Source: an optimization exercise on an open RTL-to-GDS flow (aim: small area, a short achievable clock period and few clock cycles per item). Production flows keep margins and buffers that such runs may drop.
The RTL was checked by simulation tests, not by an equivalence proof against the original design.

==> indigo <==
==> flow/design.v <==
package pcl_pkg;
   localparam int CAPACITY = 64;
   localparam int ADDR_W   = $clog2(CAPACITY);
   localparam int LEN_W    = $clog2(CAPACITY + 1);
   localparam logic [1:0] KIND_ADD    = 2'd0;
   localparam logic [1:0] KIND_DELETE = 2'd1;
   localparam logic [1:0] KIND_GET    = 2'd2;
   localparam logic [1:0] KIND_LIST   = 2'd3;
   localparam logic [2:0] ST_VALUE   = 3'd0;
   localparam logic [2:0] ST_INVALID = 3'd1;
   localparam logic [2:0] ST_FULL    = 3'd2;
   localparam logic [2:0] ST_ELEMENT = 3'd3;
   localparam logic [2:0] ST_EMPTY   = 3'd4;
endpackage
module pcl_store (
   input  logic        clock,
   input  logic        ins_en,
   input  logic        del_en,
   input  logic [63:0] ge,
   input  logic [7:0]  item,
   output logic [7:0]  rd_data
);
   localparam int N = pcl_pkg::CAPACITY;
   logic [7:0]   item_ff [N];
   logic [7:0]   item_in [N];
   logic [N-1:0] gt, eq;
   logic [N-1:0] s_hold, s_below, s_above, s_new;
   always_comb begin
      for (int i = 0; i < N; i++) begin
         gt[i] = (i == 0) ? 1'b0 : ge[i-1];
         eq[i] = ge[i] && !gt[i];
      end
      for (int i = 0; i < N; i++) begin
         s_new[i]   = ins_en && eq[i];
         s_below[i] = (i == 0) ? 1'b0 : (ins_en && gt[i]);
         s_above[i] = (i == N - 1) ? 1'b0 : (del_en && ge[i]);
         s_hold[i]  = !(ge[i] && (ins_en || (del_en && i != N - 1)));
      end
      for (int i = 0; i < N; i++) begin
         item_in[i] = ({8{s_hold[i]}} & item_ff[i])
                    | ({8{s_new[i]}}  & item)
                    | ({8{s_below[i]}} & item_ff[(i + N - 1) % N])
                    | ({8{s_above[i]}} & item_ff[(i + 1) % N]);
      end
   end
   always_ff @(posedge clock) begin
      for (int i = 0; i < N; i++) begin
         item_ff[i] <= item_in[i];
      end
   end
   logic [7:0] grp_n [8];
   for (genvar j = 0; j < 8; j++) begin : g_rd
      pcl_sel8 u_sel (
         .sel (eq[8*j +: 8]),
         .d0  (item_ff[8*j]),
         .d1  (item_ff[8*j+1]),
         .d2  (item_ff[8*j+2]),
         .d3  (item_ff[8*j+3]),
         .d4  (item_ff[8*j+4]),
         .d5  (item_ff[8*j+5]),
         .d6  (item_ff[8*j+6]),
         .d7  (item_ff[8*j+7]),
         .q_n (grp_n[j])
      );
   end
   pcl_nand8 u_or (
      .d0 (grp_n[0]),
      .d1 (grp_n[1]),
      .d2 (grp_n[2]),
      .d3 (grp_n[3]),
      .d4 (grp_n[4]),
      .d5 (grp_n[5]),
      .d6 (grp_n[6]),
      .d7 (grp_n[7]),
      .q  (rd_data)
   );
endmodule
module pcl_sel8 (
   input  logic [7:0] sel,
   input  logic [7:0] d0, d1, d2, d3, d4, d5, d6, d7,
   output logic [7:0] q_n
);
   assign q_n = ~(({8{sel[0]}} & d0) | ({8{sel[1]}} & d1)
            | ({8{sel[2]}} & d2) | ({8{sel[3]}} & d3)
            | ({8{sel[4]}} & d4) | ({8{sel[5]}} & d5)
            | ({8{sel[6]}} & d6) | ({8{sel[7]}} & d7));
endmodule
module pcl_nand8 (
   input  logic [7:0] d0, d1, d2, d3, d4, d5, d6, d7,
   output logic [7:0] q
);
   assign q = ~(d0 & d1 & d2 & d3 & d4 & d5 & d6 & d7);
endmodule
module positional_char_list (
   input  logic       clock,
   input  logic       reset,
   input  logic       req_valid,
   output logic       req_ready,
   input  logic [1:0] req_kind,
   input  logic [6:0] req_position,
   input  logic [7:0] req_new_item,
   output logic       rsp_valid,
   input  logic       rsp_ready,
   output logic [2:0] rsp_status,
   output logic [7:0] rsp_value,
   output logic       rsp_last
);
   localparam int LW = pcl_pkg::LEN_W;
   logic          ready_ff, ready_i_ff, ready_in;
   logic [LW-1:0] len_ff, len_p1_ff, len_p2_ff, len_m1_ff;
   logic [LW-1:0] len_eff, len_eff_m1;
   logic          p_lt_len, p_le_len, pm1_le_len, pm2_le_len;
   logic          r_ins_ff, r_del_ff, r_get_ff, r_list_ff, r_err_ff;
   logic [2:0]    r_status_ff;
   logic [63:0]   r_ge_ff;
   logic [7:0]    r_item_ff;
   logic          r_last_ff;
   logic          o0_valid_ff, o0_busy_ff, o1_valid_ff;
   logic [2:0]    o0_status_ff, o1_status_ff;
   logic [7:0]    o0_value_ff, o1_value_ff;
   logic          o0_last_ff, o1_last_ff;
   logic          take, is_list_kind;
   logic          r_ld, r_st, r_hd;
   logic [63:0]   ge_new;
   logic          pos_zero, add_ok, acc_ok, len_full, len_zero, len_one;
   logic          a_ins, a_del, a_get, a_list, a_err;
   logic [2:0]    a_status;
   logic [7:0]    rd_data;
   logic          beat, can_push, push, done;
   logic [2:0]    b_status;
   logic          b_last, b_data;
   logic          o0_load, o1_valid_in, o0_valid_in;
   logic          sel_b, sel_bd, sel_o1, sel_o0;
   logic          last_next;
   assign take         = ready_i_ff && req_valid;
   assign is_list_kind = (req_kind == pcl_pkg::KIND_LIST);
   assign pos_zero     = (req_position == 7'd0);
   always_comb begin
      if (r_ins_ff) begin
         len_eff = len_p1_ff;
      end else if (r_del_ff) begin
         len_eff = len_m1_ff;
      end else begin
         len_eff = len_ff;
      end
   end
   assign len_eff_m1   = len_eff - LW'(1);
   assign len_full     = (len_eff == LW'(pcl_pkg::CAPACITY));
   assign len_zero     = (len_eff == '0);
   assign len_one      = (len_eff == LW'(1));
   assign p_lt_len     = (req_position < len_ff);
   assign p_le_len     = (req_position <= len_ff);
   assign pm1_le_len   = (req_position <= len_p1_ff);
   assign pm2_le_len   = (req_position <= len_p2_ff);
   always_comb begin
      if (r_ins_ff) begin
         acc_ok = !pos_zero && pm1_le_len;
         add_ok = !pos_zero && pm2_le_len;
      end else if (r_del_ff) begin
         acc_ok = !pos_zero && p_lt_len;
         add_ok = !pos_zero && p_le_len;
      end else begin
         acc_ok = !pos_zero && p_le_len;
         add_ok = !pos_zero && pm1_le_len;
      end
   end
   always_comb begin
      a_ins    = 1'b0;
      a_del    = 1'b0;
      a_get    = 1'b0;
      a_list   = 1'b0;
      a_err    = 1'b0;
      a_status = pcl_pkg::ST_INVALID;
      case (req_kind)
         pcl_pkg::KIND_ADD: begin
            if (len_full && !pos_zero && req_position <= 7'd65) begin
               a_status = pcl_pkg::ST_FULL;
            end
            a_ins = add_ok && !len_full;
            a_err = !a_ins;
         end
         pcl_pkg::KIND_DELETE: begin
            a_del = acc_ok;
            a_err = !acc_ok;
         end
         pcl_pkg::KIND_GET: begin
            a_get = acc_ok;
            a_err = !acc_ok;
         end
         default: begin
            a_list   = !len_zero;
            a_err    = len_zero;
            a_status = pcl_pkg::ST_EMPTY;
         end
      endcase
   end
   pcl_store u_store (
      .clock   (clock),
      .ins_en  (r_ins_ff),
      .del_en  (r_del_ff),
      .ge      (r_ge_ff),
      .item    (r_item_ff),
      .rd_data (rd_data)
   );
   assign beat      = r_get_ff || r_list_ff || r_err_ff;
   assign can_push  = !o1_valid_ff;
   assign push      = beat && can_push;
   assign done      = can_push && (!r_list_ff || r_last_ff);
   assign b_data    = r_get_ff || r_list_ff;
   assign b_last    = !r_list_ff || r_last_ff;
   assign last_next = (r_item_ff == 8'd1);
   always_comb begin
      b_status = r_status_ff;
      if (r_get_ff) begin
         b_status = pcl_pkg::ST_VALUE;
      end else if (r_list_ff) begin
         b_status = pcl_pkg::ST_ELEMENT;
      end
   end
   assign o0_load     = !o0_busy_ff || rsp_ready;
   assign o1_valid_in = !o0_load && (o1_valid_ff || push);
   assign o0_valid_in = !o0_load || o1_valid_ff || push;
   assign sel_o1      = o0_load && o1_valid_ff;
   assign sel_b       = o0_load && !o1_valid_ff;
   assign sel_bd      = sel_b && b_data;
   assign sel_o0      = !o0_load;
   always_comb begin
      if (ready_i_ff) begin
         ready_in = !(take && a_list && !len_one) && !o1_valid_in;
      end else if (done) begin
         ready_in = 1'b1;
      end else begin
         ready_in = !o1_valid_in && r_list_ff && push && last_next;
      end
   end
   always_ff @(posedge clock) begin
      if (reset) begin
         ready_ff    <= 1'b1;
         ready_i_ff  <= 1'b1;
         len_ff      <= '0;
         len_p1_ff   <= LW'(1);
         len_p2_ff   <= LW'(2);
         len_m1_ff   <= '1;
         r_ins_ff    <= 1'b0;
         r_del_ff    <= 1'b0;
         r_get_ff    <= 1'b0;
         r_list_ff   <= 1'b0;
         r_err_ff    <= 1'b0;
         o0_valid_ff <= 1'b0;
         o0_busy_ff  <= 1'b0;
         o1_valid_ff <= 1'b0;
      end else begin
         ready_ff    <= ready_in;
         ready_i_ff  <= ready_in;
         o0_valid_ff <= o0_valid_in;
         o0_busy_ff  <= o0_valid_in;
         o1_valid_ff <= o1_valid_in;
         len_ff      <= len_eff;
         len_p1_ff   <= len_eff + LW'(1);
         len_p2_ff   <= len_eff + LW'(2);
         len_m1_ff   <= len_eff_m1;
         if (ready_i_ff) begin
            r_ins_ff  <= take && a_ins;
            r_del_ff  <= take && a_del;
            r_get_ff  <= take && a_get;
            r_list_ff <= take && a_list;
            r_err_ff  <= take && a_err;
         end else begin
            r_ins_ff  <= 1'b0;
            r_del_ff  <= 1'b0;
            if (done) begin
               r_get_ff  <= 1'b0;
               r_list_ff <= 1'b0;
               r_err_ff  <= 1'b0;
            end
         end
      end
   end
   assign r_ld = ready_i_ff;
   assign r_st = !ready_i_ff && push;
   assign r_hd = !ready_i_ff && !push;
   always_comb begin
      for (int i = 0; i < 64; i++) begin
         ge_new[i] = is_list_kind || (req_position <= 7'(i + 1));
      end
   end
   always_ff @(posedge clock) begin
      if (r_ld) begin
         r_status_ff <= a_status;
      end
      r_ge_ff     <= ({64{r_ld}} & ge_new) | ({64{r_st}} & {r_ge_ff[62:0], 1'b0})
                   | ({64{r_hd}} & r_ge_ff);
      r_item_ff   <= ({8{r_ld}} & (is_list_kind ? 8'(len_eff_m1) : req_new_item))
                   | ({8{r_st}} & (r_item_ff - 8'd1)) | ({8{r_hd}} & r_item_ff);
      r_last_ff   <= (r_ld && len_one) || (r_st && last_next) || (r_hd && r_last_ff);
   end
   always_ff @(posedge clock) begin
      o0_status_ff <= ({3{sel_o1}} & o1_status_ff) | ({3{sel_b}} & b_status)
                    | ({3{sel_o0}} & o0_status_ff);
      o0_value_ff  <= ({8{sel_o1}} & o1_value_ff) | ({8{sel_bd}} & rd_data)
                    | ({8{sel_o0}} & o0_value_ff);
      o0_last_ff   <= (sel_o1 && o1_last_ff) || (sel_b && b_last)
                    || (sel_o0 && o0_last_ff);
      if (!o1_valid_ff) begin
         o1_status_ff <= b_status;
         o1_last_ff   <= b_last;
      end
      o1_value_ff  <= ({8{!o1_valid_ff && b_data}} & rd_data)
                    | ({8{o1_valid_ff}} & o1_value_ff);
   end
   assign req_ready  = ready_ff;
   assign rsp_valid  = o0_valid_ff;
   assign rsp_status = o0_status_ff;
   assign rsp_value  = o0_value_ff;
   assign rsp_last   = o0_last_ff;
endmodule
==> flow/run.sh <==
#!/bin/bash
# synth_recipe.tcl (not shown) runs the flow's synth.tcl, then flattens the netlist and writes it again
# the make line also repeats each setting of config.mk as NAME=value (left out here)
make -C /OpenROAD-flow-scripts/flow DESIGN_CONFIG=/design/flow/config.mk WORK_HOME=/design/flow/orfs CLKGATE_MAP_FILE= SYNTH_SCRIPT=/design/flow/synth_recipe.tcl finish
==> flow/config.mk <==
export PLATFORM = sky130hd
export DESIGN_NAME = positional_char_list
export DESIGN_NICKNAME = positional_char_list
export VERILOG_FILES = /design/flow/design.v
export SDC_FILE = /design/flow/constraint.sdc
export NUM_CORES = 4
export LEC_CHECK = 0
export CAP_MARGIN = 20
export CORE_MARGIN = 2
export CORE_UTILIZATION = 40
export CTS_CLUSTER_DIAMETER = 80
export CTS_CLUSTER_SIZE = 25
export SETUP_SLACK_MARGIN = 3.7
export SLEW_MARGIN = 20
export SYNTH_HIERARCHICAL = 1
==> flow/constraint.sdc <==
create_clock -name core_clock -period 6.0 [get_ports {clock}]
set_input_delay 1.2000 -clock core_clock [delete_from_list [all_inputs] [get_ports {clock}]]
set_output_delay 1.2000 -clock core_clock [all_outputs]
set_load 0.01 [all_outputs]
==> inputs of amber, as changes to indigo <==
--- a/flow/design.v
+++ b/flow/design.v
@@ -106,7 +106,7 @@
    output logic       rsp_last
 );
    localparam int LW = pcl_pkg::LEN_W;
-   logic          ready_ff, ready_i_ff, ready_in;
+   logic          ready_ff, ready_i_ff, ready_in, ready_port_in;
    logic [LW-1:0] len_ff, len_p1_ff, len_p2_ff, len_m1_ff;
    logic [LW-1:0] len_eff, len_eff_m1;
    logic          p_lt_len, p_le_len, pm1_le_len, pm2_le_len;
@@ -116,6 +116,7 @@
    logic [7:0]    r_item_ff;
    logic          r_last_ff;
    logic          o0_valid_ff, o0_busy_ff, o1_valid_ff;
+   logic          o0_valid_port_in;
    logic [2:0]    o0_status_ff, o1_status_ff;
    logic [7:0]    o0_value_ff, o1_value_ff;
    logic          o0_last_ff, o1_last_ff;
@@ -220,6 +221,7 @@
    assign o0_load     = !o0_busy_ff || rsp_ready;
    assign o1_valid_in = !o0_load && (o1_valid_ff || push);
    assign o0_valid_in = !o0_load || o1_valid_ff || push;
+   assign o0_valid_port_in = !(o0_load && !o1_valid_ff && !push);
    assign sel_o1      = o0_load && o1_valid_ff;
    assign sel_b       = o0_load && !o1_valid_ff;
    assign sel_bd      = sel_b && b_data;
@@ -233,6 +235,10 @@
          ready_in = !o1_valid_in && r_list_ff && push && last_next;
       end
    end
+   assign ready_port_in = (ready_i_ff && !o1_valid_in
+                           && !(req_valid && is_list_kind && !len_zero && !len_one))
+                        || (!ready_i_ff && (done || (!o1_valid_in && r_list_ff
+                                                     && push && last_next)));
    always_ff @(posedge clock) begin
       if (reset) begin
          ready_ff    <= 1'b1;
@@ -250,9 +256,9 @@
          o0_busy_ff  <= 1'b0;
          o1_valid_ff <= 1'b0;
       end else begin
-         ready_ff    <= ready_in;
+         ready_ff    <= ready_port_in;
          ready_i_ff  <= ready_in;
-         o0_valid_ff <= o0_valid_in;
+         o0_valid_ff <= o0_valid_port_in;
          o0_busy_ff  <= o0_valid_in;
          o1_valid_ff <= o1_valid_in;
          len_ff      <= len_eff;
--- a/flow/config.mk
+++ b/flow/config.mk
@@ -7,7 +7,7 @@
 export LEC_CHECK = 0
 export CAP_MARGIN = 20
 export CORE_MARGIN = 2
-export CORE_UTILIZATION = 40
+export CORE_UTILIZATION = 60
 export CTS_CLUSTER_DIAMETER = 80
 export CTS_CLUSTER_SIZE = 25
 export SETUP_SLACK_MARGIN = 3.7
==> impl_metrics.py <==
metrics = {
    "placed_design": {
        "dpl_cell_area_um2": 32610,
    },
    "route": {
        "met3_length_um": 12780,
        "drtIter0Drc": 4135,
        "m1WireLength_um": 46440,
    },
    "cells_and_area": {
        "sh_seq_area_pct": 37.13,
        "nNetsFinal": 3207,
        "multi_input_area_um2": 18890,
        "layout-drive-gt1-share_pct": 16.03,
    },
    "status": {
        "status": "finished clean",
    },
    "global_route": {
        "use_met2_pct": 55.42,
        "grt_pass1_vias": 28070,
    },
    "worst_setup_path": {
        "crit_path_cell_trace": "buf_12 > buf_4 > a22oi_2 > and4_1 > nand4_1 > or2_4 > nand2_2 > o21ai_1 > mux2_2",
        "rr_endpoint": "o0_value_ff[1]",
        "critPathCapture": "o0_value_ff[1]",
    },
    "timing": {
        "fin_skew_ns": 0.02483,
        "maxSlewHeadroom_pct": 19.81,
        "hold_slack_ns": 0.4661,
    },
    "logic_synthesis": {
        "syn_area_um2": 32870,
        "ys_seq_area_share_pct": 39.61,
        "yosys.area_share.simple_pct": 12.40,
    },
    "clock_network": {
        "cts_num_sinks": 647,
    },
    "power_and_ir_drop": {
        "power_uw": 13030,
    },
}
# the run above: amber

==> impl_metrics.py <==
metrics = {
    "worst_setup_path": {
        "crit_path_cell_trace": "nor2b_2 > a22oi_2 > and4_1 > nand4_1 > or2_1 > nand2_1 > o21ai_0 > mux2_2",
        "rr_endpoint": "o0_value_ff[5]",
        "critPathCapture": "o0_value_ff[5]",
    },
    "timing": {
        "maxSlewHeadroom_pct": 21.43,
        "fin_skew_ns": 0.05776,
        "setup_ws_ns": 3.680,
        "hold_slack_ns": 0.4837,
    },
    "global_route": {
        "grt_pass1_vias": 28880,
        "use_met2_pct": 40.89,
    },
    "power_and_ir_drop": {
        "power_uw": 12850,
    },
    "route": {
        "drtIter0Drc": 4225,
        "m1WireLength_um": 49270,
        "met3_length_um": 9683,
    },
    "placed_design": {
        "dpl_cell_area_um2": 33010,
    },
    "job": {
        "maxCapViolCount": 0,
    },
    "cells_and_area": {
        "sh_seq_area_pct": 36.54,
        "multi_input_area_um2": 18950,
        "nNetsFinal": 3197,
        "layout-drive-gt1-share_pct": 15.96,
    },
    "logic_synthesis": {
        "ys_seq_area_share_pct": 39.49,
    },
    "clock_network": {
        "cts_num_sinks": 646,
    },
    "status": {
        "status": "finished clean",
    },
}
# the run above: indigo

Testbench counts of indigo, summed over its fixed seeds: cycles 12,369, items 4,808.
Testbench counts of amber, summed over its fixed seeds: cycles 12,369, items 4,808.

-- afterwards: timing with drivers on the ports --
In the flow no input, the clock included, has a driving cell. The finished layouts below were timed again as built, in two steps. Step 1 (the two cells are an assumption about what drives the block):
set clk [get_ports {clock}]
set_driving_cell -lib_cell sky130_fd_sc_hd__clkbuf_16 $clk
set_driving_cell -lib_cell sky130_fd_sc_hd__buf_2 [delete_from_list [all_inputs] $clk]
Step 2 adds t to the input delays and takes it off the output delays; t is the mean of the earliest and latest rising clock arrival at the registers after step 1. Input paths then give back, and output paths get back, about the clock's delay inside the block. Three values: ideal, step 1, step 2; two values: the first two.
| run | t (ns) | setup WS [ns] | hold WS [ns] | worst setup path at the end | worst slew at a driven data input, ns |
|---|---|---|---|---|---|
| indigo | 0.671 | 3.680 / 3.648 / 3.101 | 0.484 / 0.484 / 0.484 | input to register | 0.05 |
| amber | 0.663 | 3.485 / 3.485 / 2.928 | 0.466 / 0.466 / 0.466 | input to register | 0.14 |
After both steps every run listed still meets setup and hold. The setup slack of indigo, which loses most, moves by -0.032 ns with the drivers and by -0.579 ns with both steps.
